This design comes from an exercise in tuning for small area, a short achievable clock period and few clock cycles per item on the open sky130 flow, not from production work. In this exercise RTL edits were held to simulation tests only and were not proved equivalent to the original.

File: flow/design.v
`timescale 1ns / 1ps
package gdd_pkg;
  localparam int DayW   = 5;
  localparam int MonthW = 4;
  localparam int YearW  = 14;
  localparam int CountW = 22;
  localparam int OrdW   = 23;   
  localparam int Q100W  = 8;    
  localparam int DbmW   = 9;    
  localparam logic [CountW-1:0] CountMax = {CountW{1'b1}};
  localparam int Recip100W     = 13;
  localparam int Recip100Shift = 19;
  localparam logic [Recip100W-1:0] Recip100 = 13'd5243;
  localparam logic [8:0]           DaysPerYear = 9'd365;
  localparam logic [6:0]           YearsPerCentury = 7'd100;
  typedef struct packed {
    logic capture;    
    logic mul;        
    logic ord;        
    logic load_out;   
  } gdd_cmd_t;
endpackage
`timescale 1ns / 1ps
import gdd_pkg::*;
module gdd_ctrl (
  input  logic              clk_i,
  input  logic              rst_ni,
  input  logic              in_valid_i,
  output logic              in_ready_o,
  input  logic              out_ready_i,
  output logic              out_valid_o,
  output gdd_pkg::gdd_cmd_t cmd_o
);
  localparam logic [1:0] StIdle = 2'd0;
  localparam logic [1:0] StMul  = 2'd1;
  localparam logic [1:0] StOrd  = 2'd2;
  localparam logic [1:0] StDiff = 2'd3;
  logic [1:0] state_q, state_d;
  logic       out_valid_q, out_valid_d;
  logic       out_free;
  assign out_free    = !out_valid_q || out_ready_i;
  assign in_ready_o  = (state_q == StIdle);
  assign out_valid_o = out_valid_q;
  always_comb begin
    state_d     = state_q;
    out_valid_d = out_valid_q;
    cmd_o       = '0;
    if (out_valid_q && out_ready_i) begin
      out_valid_d = 1'b0;
    end
    case (state_q)
      StIdle: begin
        if (in_valid_i) begin
          cmd_o.capture = 1'b1;
          state_d       = StMul;
        end
      end
      StMul: begin
        cmd_o.mul = 1'b1;
        state_d   = StOrd;
      end
      StOrd: begin
        cmd_o.ord = 1'b1;
        state_d   = StDiff;
      end
      StDiff: begin
        if (out_free) begin
          cmd_o.load_out = 1'b1;
          out_valid_d    = 1'b1;
          state_d        = StIdle;
        end
      end
      default: begin
        state_d = StIdle;
      end
    endcase
  end
  always_ff @(posedge clk_i or negedge rst_ni) begin
    if (!rst_ni) begin
      state_q     <= StIdle;
      out_valid_q <= 1'b0;
    end else begin
      state_q     <= state_d;
      out_valid_q <= out_valid_d;
    end
  end
endmodule
`timescale 1ns / 1ps
import gdd_pkg::*;
module gdd_dp (
  input  logic                           clk_i,
  input  gdd_pkg::gdd_cmd_t              cmd_i,
  input  logic [gdd_pkg::DayW-1:0]       start_day_i,
  input  logic [gdd_pkg::MonthW-1:0]     start_month_i,
  input  logic [gdd_pkg::YearW-1:0]      start_year_i,
  input  logic [gdd_pkg::DayW-1:0]       end_day_i,
  input  logic [gdd_pkg::MonthW-1:0]     end_month_i,
  input  logic [gdd_pkg::YearW-1:0]      end_year_i,
  output logic [gdd_pkg::CountW-1:0]     day_count_o,
  output logic                           end_before_start_o
);
  localparam int ProdW = YearW + Recip100W;
  logic [DayW-1:0]   day_q   [2];
  logic [MonthW-1:0] month_q [2];
  logic [YearW-1:0]  year_q  [2];
  logic [Q100W-1:0]  q100_q  [2];
  logic [OrdW-1:0]   y365_q  [2];
  logic [OrdW-1:0]   ord_q   [2];
  logic [Q100W-1:0]  q100_d  [2];
  logic [OrdW-1:0]   y365_d  [2];
  logic [OrdW-1:0]   ord_d   [2];
  logic [CountW-1:0] day_count_q, day_count_d;
  logic              ebs_q, ebs_d;
  for (genvar l = 0; l < 2; l++) begin : g_lane
    logic [ProdW-1:0] prod;
    logic [YearW:0]   cent;
    logic [YearW:0]   rem_full;
    logic [6:0]       r100;
    logic             leap;
    logic [Q100W-1:0] c100;
    logic [Q100W-3:0] c400;
    logic [YearW-2:0] c4;
    logic [DbmW-1:0]  dbm;
    always_comb begin
      prod      = ProdW'(year_q[l]) * ProdW'(Recip100);
      q100_d[l] = Q100W'(prod >> Recip100Shift);
      y365_d[l] = OrdW'(year_q[l]) * OrdW'(DaysPerYear);
    end
    always_comb begin
      cent     = (YearW+1)'(q100_q[l]) * (YearW+1)'(YearsPerCentury);
      rem_full = (YearW+1)'(year_q[l]) - cent;
      r100     = rem_full[6:0];
      leap     = (year_q[l][1:0] == 2'b00) && ((r100 != 7'd0) || (q100_q[l][1:0] == 2'b00));
      c100     = q100_q[l] + Q100W'(r100 != 7'd0);
      c400     = (Q100W-2)'((9'(c100) + 9'd3) >> 2);
      c4       = (YearW-1)'(((YearW+1)'(year_q[l]) + (YearW+1)'(3)) >> 2);
      case (month_q[l])
        4'd0, 4'd1: dbm = 9'd0;
        4'd2:       dbm = 9'd31;
        4'd3:       dbm = 9'd59;
        4'd4:       dbm = 9'd90;
        4'd5:       dbm = 9'd120;
        4'd6:       dbm = 9'd151;
        4'd7:       dbm = 9'd181;
        4'd8:       dbm = 9'd212;
        4'd9:       dbm = 9'd243;
        4'd10:      dbm = 9'd273;
        4'd11:      dbm = 9'd304;
        4'd12:      dbm = 9'd334;
        default:    dbm = 9'd365;
      endcase
      dbm      = dbm + DbmW'(leap && (month_q[l] >= 4'd3));
      ord_d[l] = y365_q[l] + OrdW'(c4) - OrdW'(c100) + OrdW'(c400)
               + OrdW'(dbm) + OrdW'(day_q[l]);
    end
  end
  always_comb begin
    logic [OrdW-1:0] diff;
    diff        = ord_q[1] - ord_q[0];
    day_count_d = '0;
    ebs_d       = 1'b0;
    if (ord_q[1] < ord_q[0]) begin
      ebs_d = 1'b1;
    end else if (diff > OrdW'(CountMax)) begin
      day_count_d = CountMax;
    end else begin
      day_count_d = diff[CountW-1:0];
    end
  end
  always_ff @(posedge clk_i) begin
    if (cmd_i.capture) begin
      day_q[0]   <= start_day_i;
      month_q[0] <= start_month_i;
      year_q[0]  <= start_year_i;
      day_q[1]   <= end_day_i;
      month_q[1] <= end_month_i;
      year_q[1]  <= end_year_i;
    end
    if (cmd_i.mul) begin
      for (int l = 0; l < 2; l++) begin
        q100_q[l] <= q100_d[l];
        y365_q[l] <= y365_d[l];
      end
    end
    if (cmd_i.ord) begin
      for (int l = 0; l < 2; l++) begin
        ord_q[l] <= ord_d[l];
      end
    end
    if (cmd_i.load_out) begin
      day_count_q <= day_count_d;
      ebs_q       <= ebs_d;
    end
  end
  assign day_count_o        = day_count_q;
  assign end_before_start_o = ebs_q;
endmodule
`timescale 1ns / 1ps
import gdd_pkg::*;
module gregorian_date_difference (
  input  logic        clk_i,
  input  logic        rst_ni,
  input  logic        in_valid_i,
  output logic        in_ready_o,
  input  logic [4:0]  start_day_i,
  input  logic [3:0]  start_month_i,
  input  logic [13:0] start_year_i,
  input  logic [4:0]  end_day_i,
  input  logic [3:0]  end_month_i,
  input  logic [13:0] end_year_i,
  output logic        out_valid_o,
  input  logic        out_ready_i,
  output logic [21:0] day_count_o,
  output logic        end_before_start_o
);
  gdd_pkg::gdd_cmd_t cmd;
  gdd_ctrl u_ctrl (
    .clk_i       (clk_i),
    .rst_ni      (rst_ni),
    .in_valid_i  (in_valid_i),
    .in_ready_o  (in_ready_o),
    .out_ready_i (out_ready_i),
    .out_valid_o (out_valid_o),
    .cmd_o       (cmd)
  );
  gdd_dp u_dp (
    .clk_i              (clk_i),
    .cmd_i              (cmd),
    .start_day_i        (start_day_i),
    .start_month_i      (start_month_i),
    .start_year_i       (start_year_i),
    .end_day_i          (end_day_i),
    .end_month_i        (end_month_i),
    .end_year_i         (end_year_i),
    .day_count_o        (day_count_o),
    .end_before_start_o (end_before_start_o)
  );
endmodule
File: flow/config.mk
export PLATFORM = sky130hd
export DESIGN_NAME = gregorian_date_difference
export DESIGN_NICKNAME = gregorian_date_difference
export VERILOG_FILES = /design/flow/design.v
export SDC_FILE = /design/flow/constraint.sdc
export NUM_CORES = 4
export LEC_CHECK = 0
export CAP_MARGIN = 20
export CORE_MARGIN = 2
export CORE_UTILIZATION = 40
export SLEW_MARGIN = 20
File: flow/run.sh
#!/bin/bash
# synth_recipe.tcl (not shown) runs the flow's synth.tcl, then flattens the netlist and writes it again
# the make line also repeats each setting of config.mk as NAME=value (left out here)
make -C /OpenROAD-flow-scripts/flow DESIGN_CONFIG=/design/flow/config.mk WORK_HOME=/design/flow/orfs CLKGATE_MAP_FILE= SYNTH_SCRIPT=/design/flow/synth_recipe.tcl finish
File: flow/constraint.sdc
create_clock -name core_clock -period 7.0 [get_ports {clk_i}]
set_input_delay 1.4000 -clock core_clock [delete_from_list [all_inputs] [get_ports {clk_i}]]
set_output_delay 1.4000 -clock core_clock [all_outputs]
set_load 0.01 [all_outputs]
==> flow_summary.yaml <==
sta:
  finalSetupViolations: 0
  maxSlewViolCount: 0
  clock.fmax_mhz: 148
  fin_worst_skew_ns: 0.0199
  tightestPinTransition_ns: 1.05
  finalSetupTns_ns: 0
  final.period_utilization_pct: 96.6
  relSlewSlack_pct: 28.3
  final.min_clock_period_ns: 6.76
  finalHoldViolCount: 0
setup_path:
  worstPathArrival_ns: 7.00
  worstSetupEndpointType: "register"
  path_max_fanout: 5
  crit_type: "register to register"
  crit_required_ns: 7.24
  r2r_end: "u_dp.ord_q[0][21]$_DFFE_PN_"
  cp-start-kind: "register"
  r2r_cells: 27
  cp_slowest_cell: "fa_1"
  reg2reg_slack_ns: 0.24
  cpPeakStageDelay_ns: 0.55
  worstReg2RegStart: "u_dp.q100_q[0][0]$_DFFE_PN_"
  crit_family: "adder cells"
  critPathBufInv: 2
yosys:
  netlist_area_um2: 24300
  ys_seq_area_share_pct: 23.7
  synth_nets: 3097
  synth_flop_cell: "edfxtp_1"
  ys_warn_count: 11
  ys_seq_elements: 198
  synth_cell_types: 73
  synthArstFlopShare_pct: 1.52
  postSynthAreaPerCell_um2: 10.5
  synth_edf_count: 177
  synthCells: 2321
route:
  first_pass_iters: 7
  initialDrtViolationCount: 777
  drt_wl_total_mm: 51.8
  drc: 0
  viasPerCell: 4.90
  wl_per_cell_um: 16.1
  vias: 15800
  postRouteAntennaNets: 0
cells_and_area:
  area_growth_pct: 10.9
  mostFrequentLayoutCells: "inv_1 (560), ha_1 (454), fa_1 (267)"
  drive_gt1_share_pct: 4.50
  nets: 3206
  antenna_cells: 0
  final_common_cell: "inv_1"
grt:
  grt_max_degree: 63
  grt_pass1_vias: 16300
  antenna_found_initial: 0
  grt_pass1_wl_mm: 85.6
  grt.total_usage_pct: 17.4
  gr-total-overflow: 0
die:
  coreArea_um2: 60200
  die_y_um: 251
  initial_core_util_pct: 40.3
  pin_count: 75
  dieArea_um2: 62800
  fp.dieW_um: 251
  rows: 90
clocking:
  h-tree-depth: 4
  cts_tree: "built"
  clkTransAtPathRegs_ns: 0.08
  cts_sinks: 198
  cts_made_buffers: 17
  cts_root_buf: "clkbuf_16"
  worstSkewPairLatency_ns: 0.50
  cts.path.max_buffers: 2
run_status:
  status: "no timing/DRC/antenna violations"
placement:
  port_buffers: 74
  hpwl_mm: 44.2
  place_congestion: 0.888
hold_path:
  holdPathEnd: "u_ctrl.out_valid_q$_DFF_PN0_"
  min_from: "u_ctrl.out_valid_q$_DFF_PN0_"
  min_path_type: "register to register"
  worstHoldPathCells: 2
run:
  max_cap_violations: 0
## cells in the mapped netlist (all sizes together), types with 11 or more instances
master / count / share of area (%)
o21bai: 11 / 0.34
ha: 459 / 24
xor2: 53 / 1.9
fa: 267 / 22
a31oi: 11 / 0.28
nand2: 82 / 1.3
nor3: 38 / 0.80
nand2b: 12 / 0.31
nand4: 11 / 0.28
edfxtp: 177 / 22
o21ai: 53 / 1.1
o21a: 14 / 0.43
mux2i: 14 / 0.58
a21o: 32 / 0.99
nor2: 88 / 1.4
inv: 564 / 8.7
nand3: 42 / 0.86
dfxtp: 18 / 1.5
or3: 12 / 0.31
o211ai: 14 / 0.43
xnor2: 117 / 4.2
a21oi: 99 / 2.1
nor2b: 18 / 0.46
and3: 15 / 0.39
## state kept, by name, indices dropped and copies added (netlist names), 2 cells and up, named ones only
signal,count
u_dp.ord_q,46
u_ctrl.state_q,2
u_dp.month_q,8
u_dp.year_q,28
u_dp.day_q,10
u_dp.q100_q,16
u_dp.y365_q,46
u_dp.day_count_q,22
## cell families after synthesis
kind of cell / synth area share, %
AO/OA/AOI/OAI: 8.18
XOR/XNOR: 6.13
adder cells (fa/ha/maj): 45.6
buffers and inverters: 8.94
flip-flops: 23.7
multiplexers: 0.669
AND/OR/NAND/NOR: 6.82
## metal layers
metal  global-route usage, %  vias to the layer above  share of wire, %
met5                       0                        -                 0
met4                    2.93                        0              0.89
met3                    3.47                       26               4.2
met2                    26.4                      244                43
met1                    26.0                     7685                52
li1                        -                     7842                 -
## repair_timing
item                       CTS  global route
setup endpoints to repair    1            18
hold buffers                 0             0
resized for setup            1            33
buffers inserted             0             4
pin swaps                    0            16
## worst register-to-register path, delay by kind of cell, from the launching register on
family                     cells  cell delay [ns]
xor gates and xnor gates       5             1.02
adders and majority gates      7             2.45
AOI/OAI and AO/OA              8             1.70
DFF                            1             0.46
and+or+nand+nor                5             0.59
buffers and inverters          2             0.27
## stage by stage
step | setup slack [ns] | cell area, µm² | std cells | util [%] | hold slack (ns)
6_report | 0.241 | 27000 | 3225 | 44.8 | 0.539
5_1_grt | -0.112 | 27000 | 3225 | 44.8 | 0.614
4_1_cts | 0.0248 | 26800 | 3220 | 44.4 | 0.549
3_5_place_dp | 0.0515 | 26100 | 3188 | 43.4 | 0.521
3_3_place_gp | 0.205 | 26100 | 3188 | 43.4 | 0.533
2_1_floorplan | 0.620 | 24300 | 2321 | - | 0.528
## layout make-up
type / instances / area, µm²
Clock buffer: 17 / 425
Clock inverter: 15 / 199
Fill cell: 5655 / 33300
Inverter: 564 / 2120
Multi-Input combinational cell: 1549 / 16600
Sequential cell: 198 / 5750
Tap cell: 782 / 978
Timing Repair Buffer: 100 / 943
## how the worst max path moves through the flow
stage / startpoint / endpoint / depth (start not counted)
after CTS: u_dp.q100_q[0][0]$_DFFE_PN_ / u_dp.ord_q[0][22]$_DFFE_PN_ / 27
after detailed placement: u_dp.q100_q[0][0]$_DFFE_PN_ / u_dp.ord_q[0][22]$_DFFE_PN_ / 27
after global routing: u_dp.q100_q[0][0]$_DFFE_PN_ / u_dp.ord_q[0][21]$_DFFE_PN_ / 27
final: u_dp.q100_q[0][0]$_DFFE_PN_ / u_dp.ord_q[0][21]$_DFFE_PN_ / 27
after global placement: u_dp.q100_q[0][0]$_DFFE_PN_ / u_dp.ord_q[0][22]$_DFFE_PN_ / 27
after floorplan: u_dp.year_q[0][3]$_DFFE_PP_ / u_dp.ord_q[0][21]$_DFFE_PN_ / 26
Testbench counts, summed over its fixed seeds: cycles 19,208, items 4,800.

[static timing again, ports no longer ideal]
No port has a modelled driver above. Below, the same layout with a new extraction and two added sets of constraints. Step 1 (the two cells are an assumption about what drives the block):
set clk [get_ports {clk_i}]
set_driving_cell -lib_cell sky130_fd_sc_hd__clkbuf_16 $clk
set_driving_cell -lib_cell sky130_fd_sc_hd__buf_2 [delete_from_list [all_inputs] $clk]
Step 2, shift: input delay + t, output delay - t, t = (earliest + latest rising clock arrival at the registers) / 2. This alone moves slack from input paths to output paths. a / b / c = no drivers / after step 1 / after step 2; a / b = the first two.
t (ns): 0.548
setup slack, ns: 0.241 / 0.241 / 0.241
latest minus earliest clock arrival (ns): 0.020 / 0.020
After both steps setup and hold are still met in this run. The setup slack of this run moves by 0.000 ns with the drivers and by 0.000 ns with both steps.
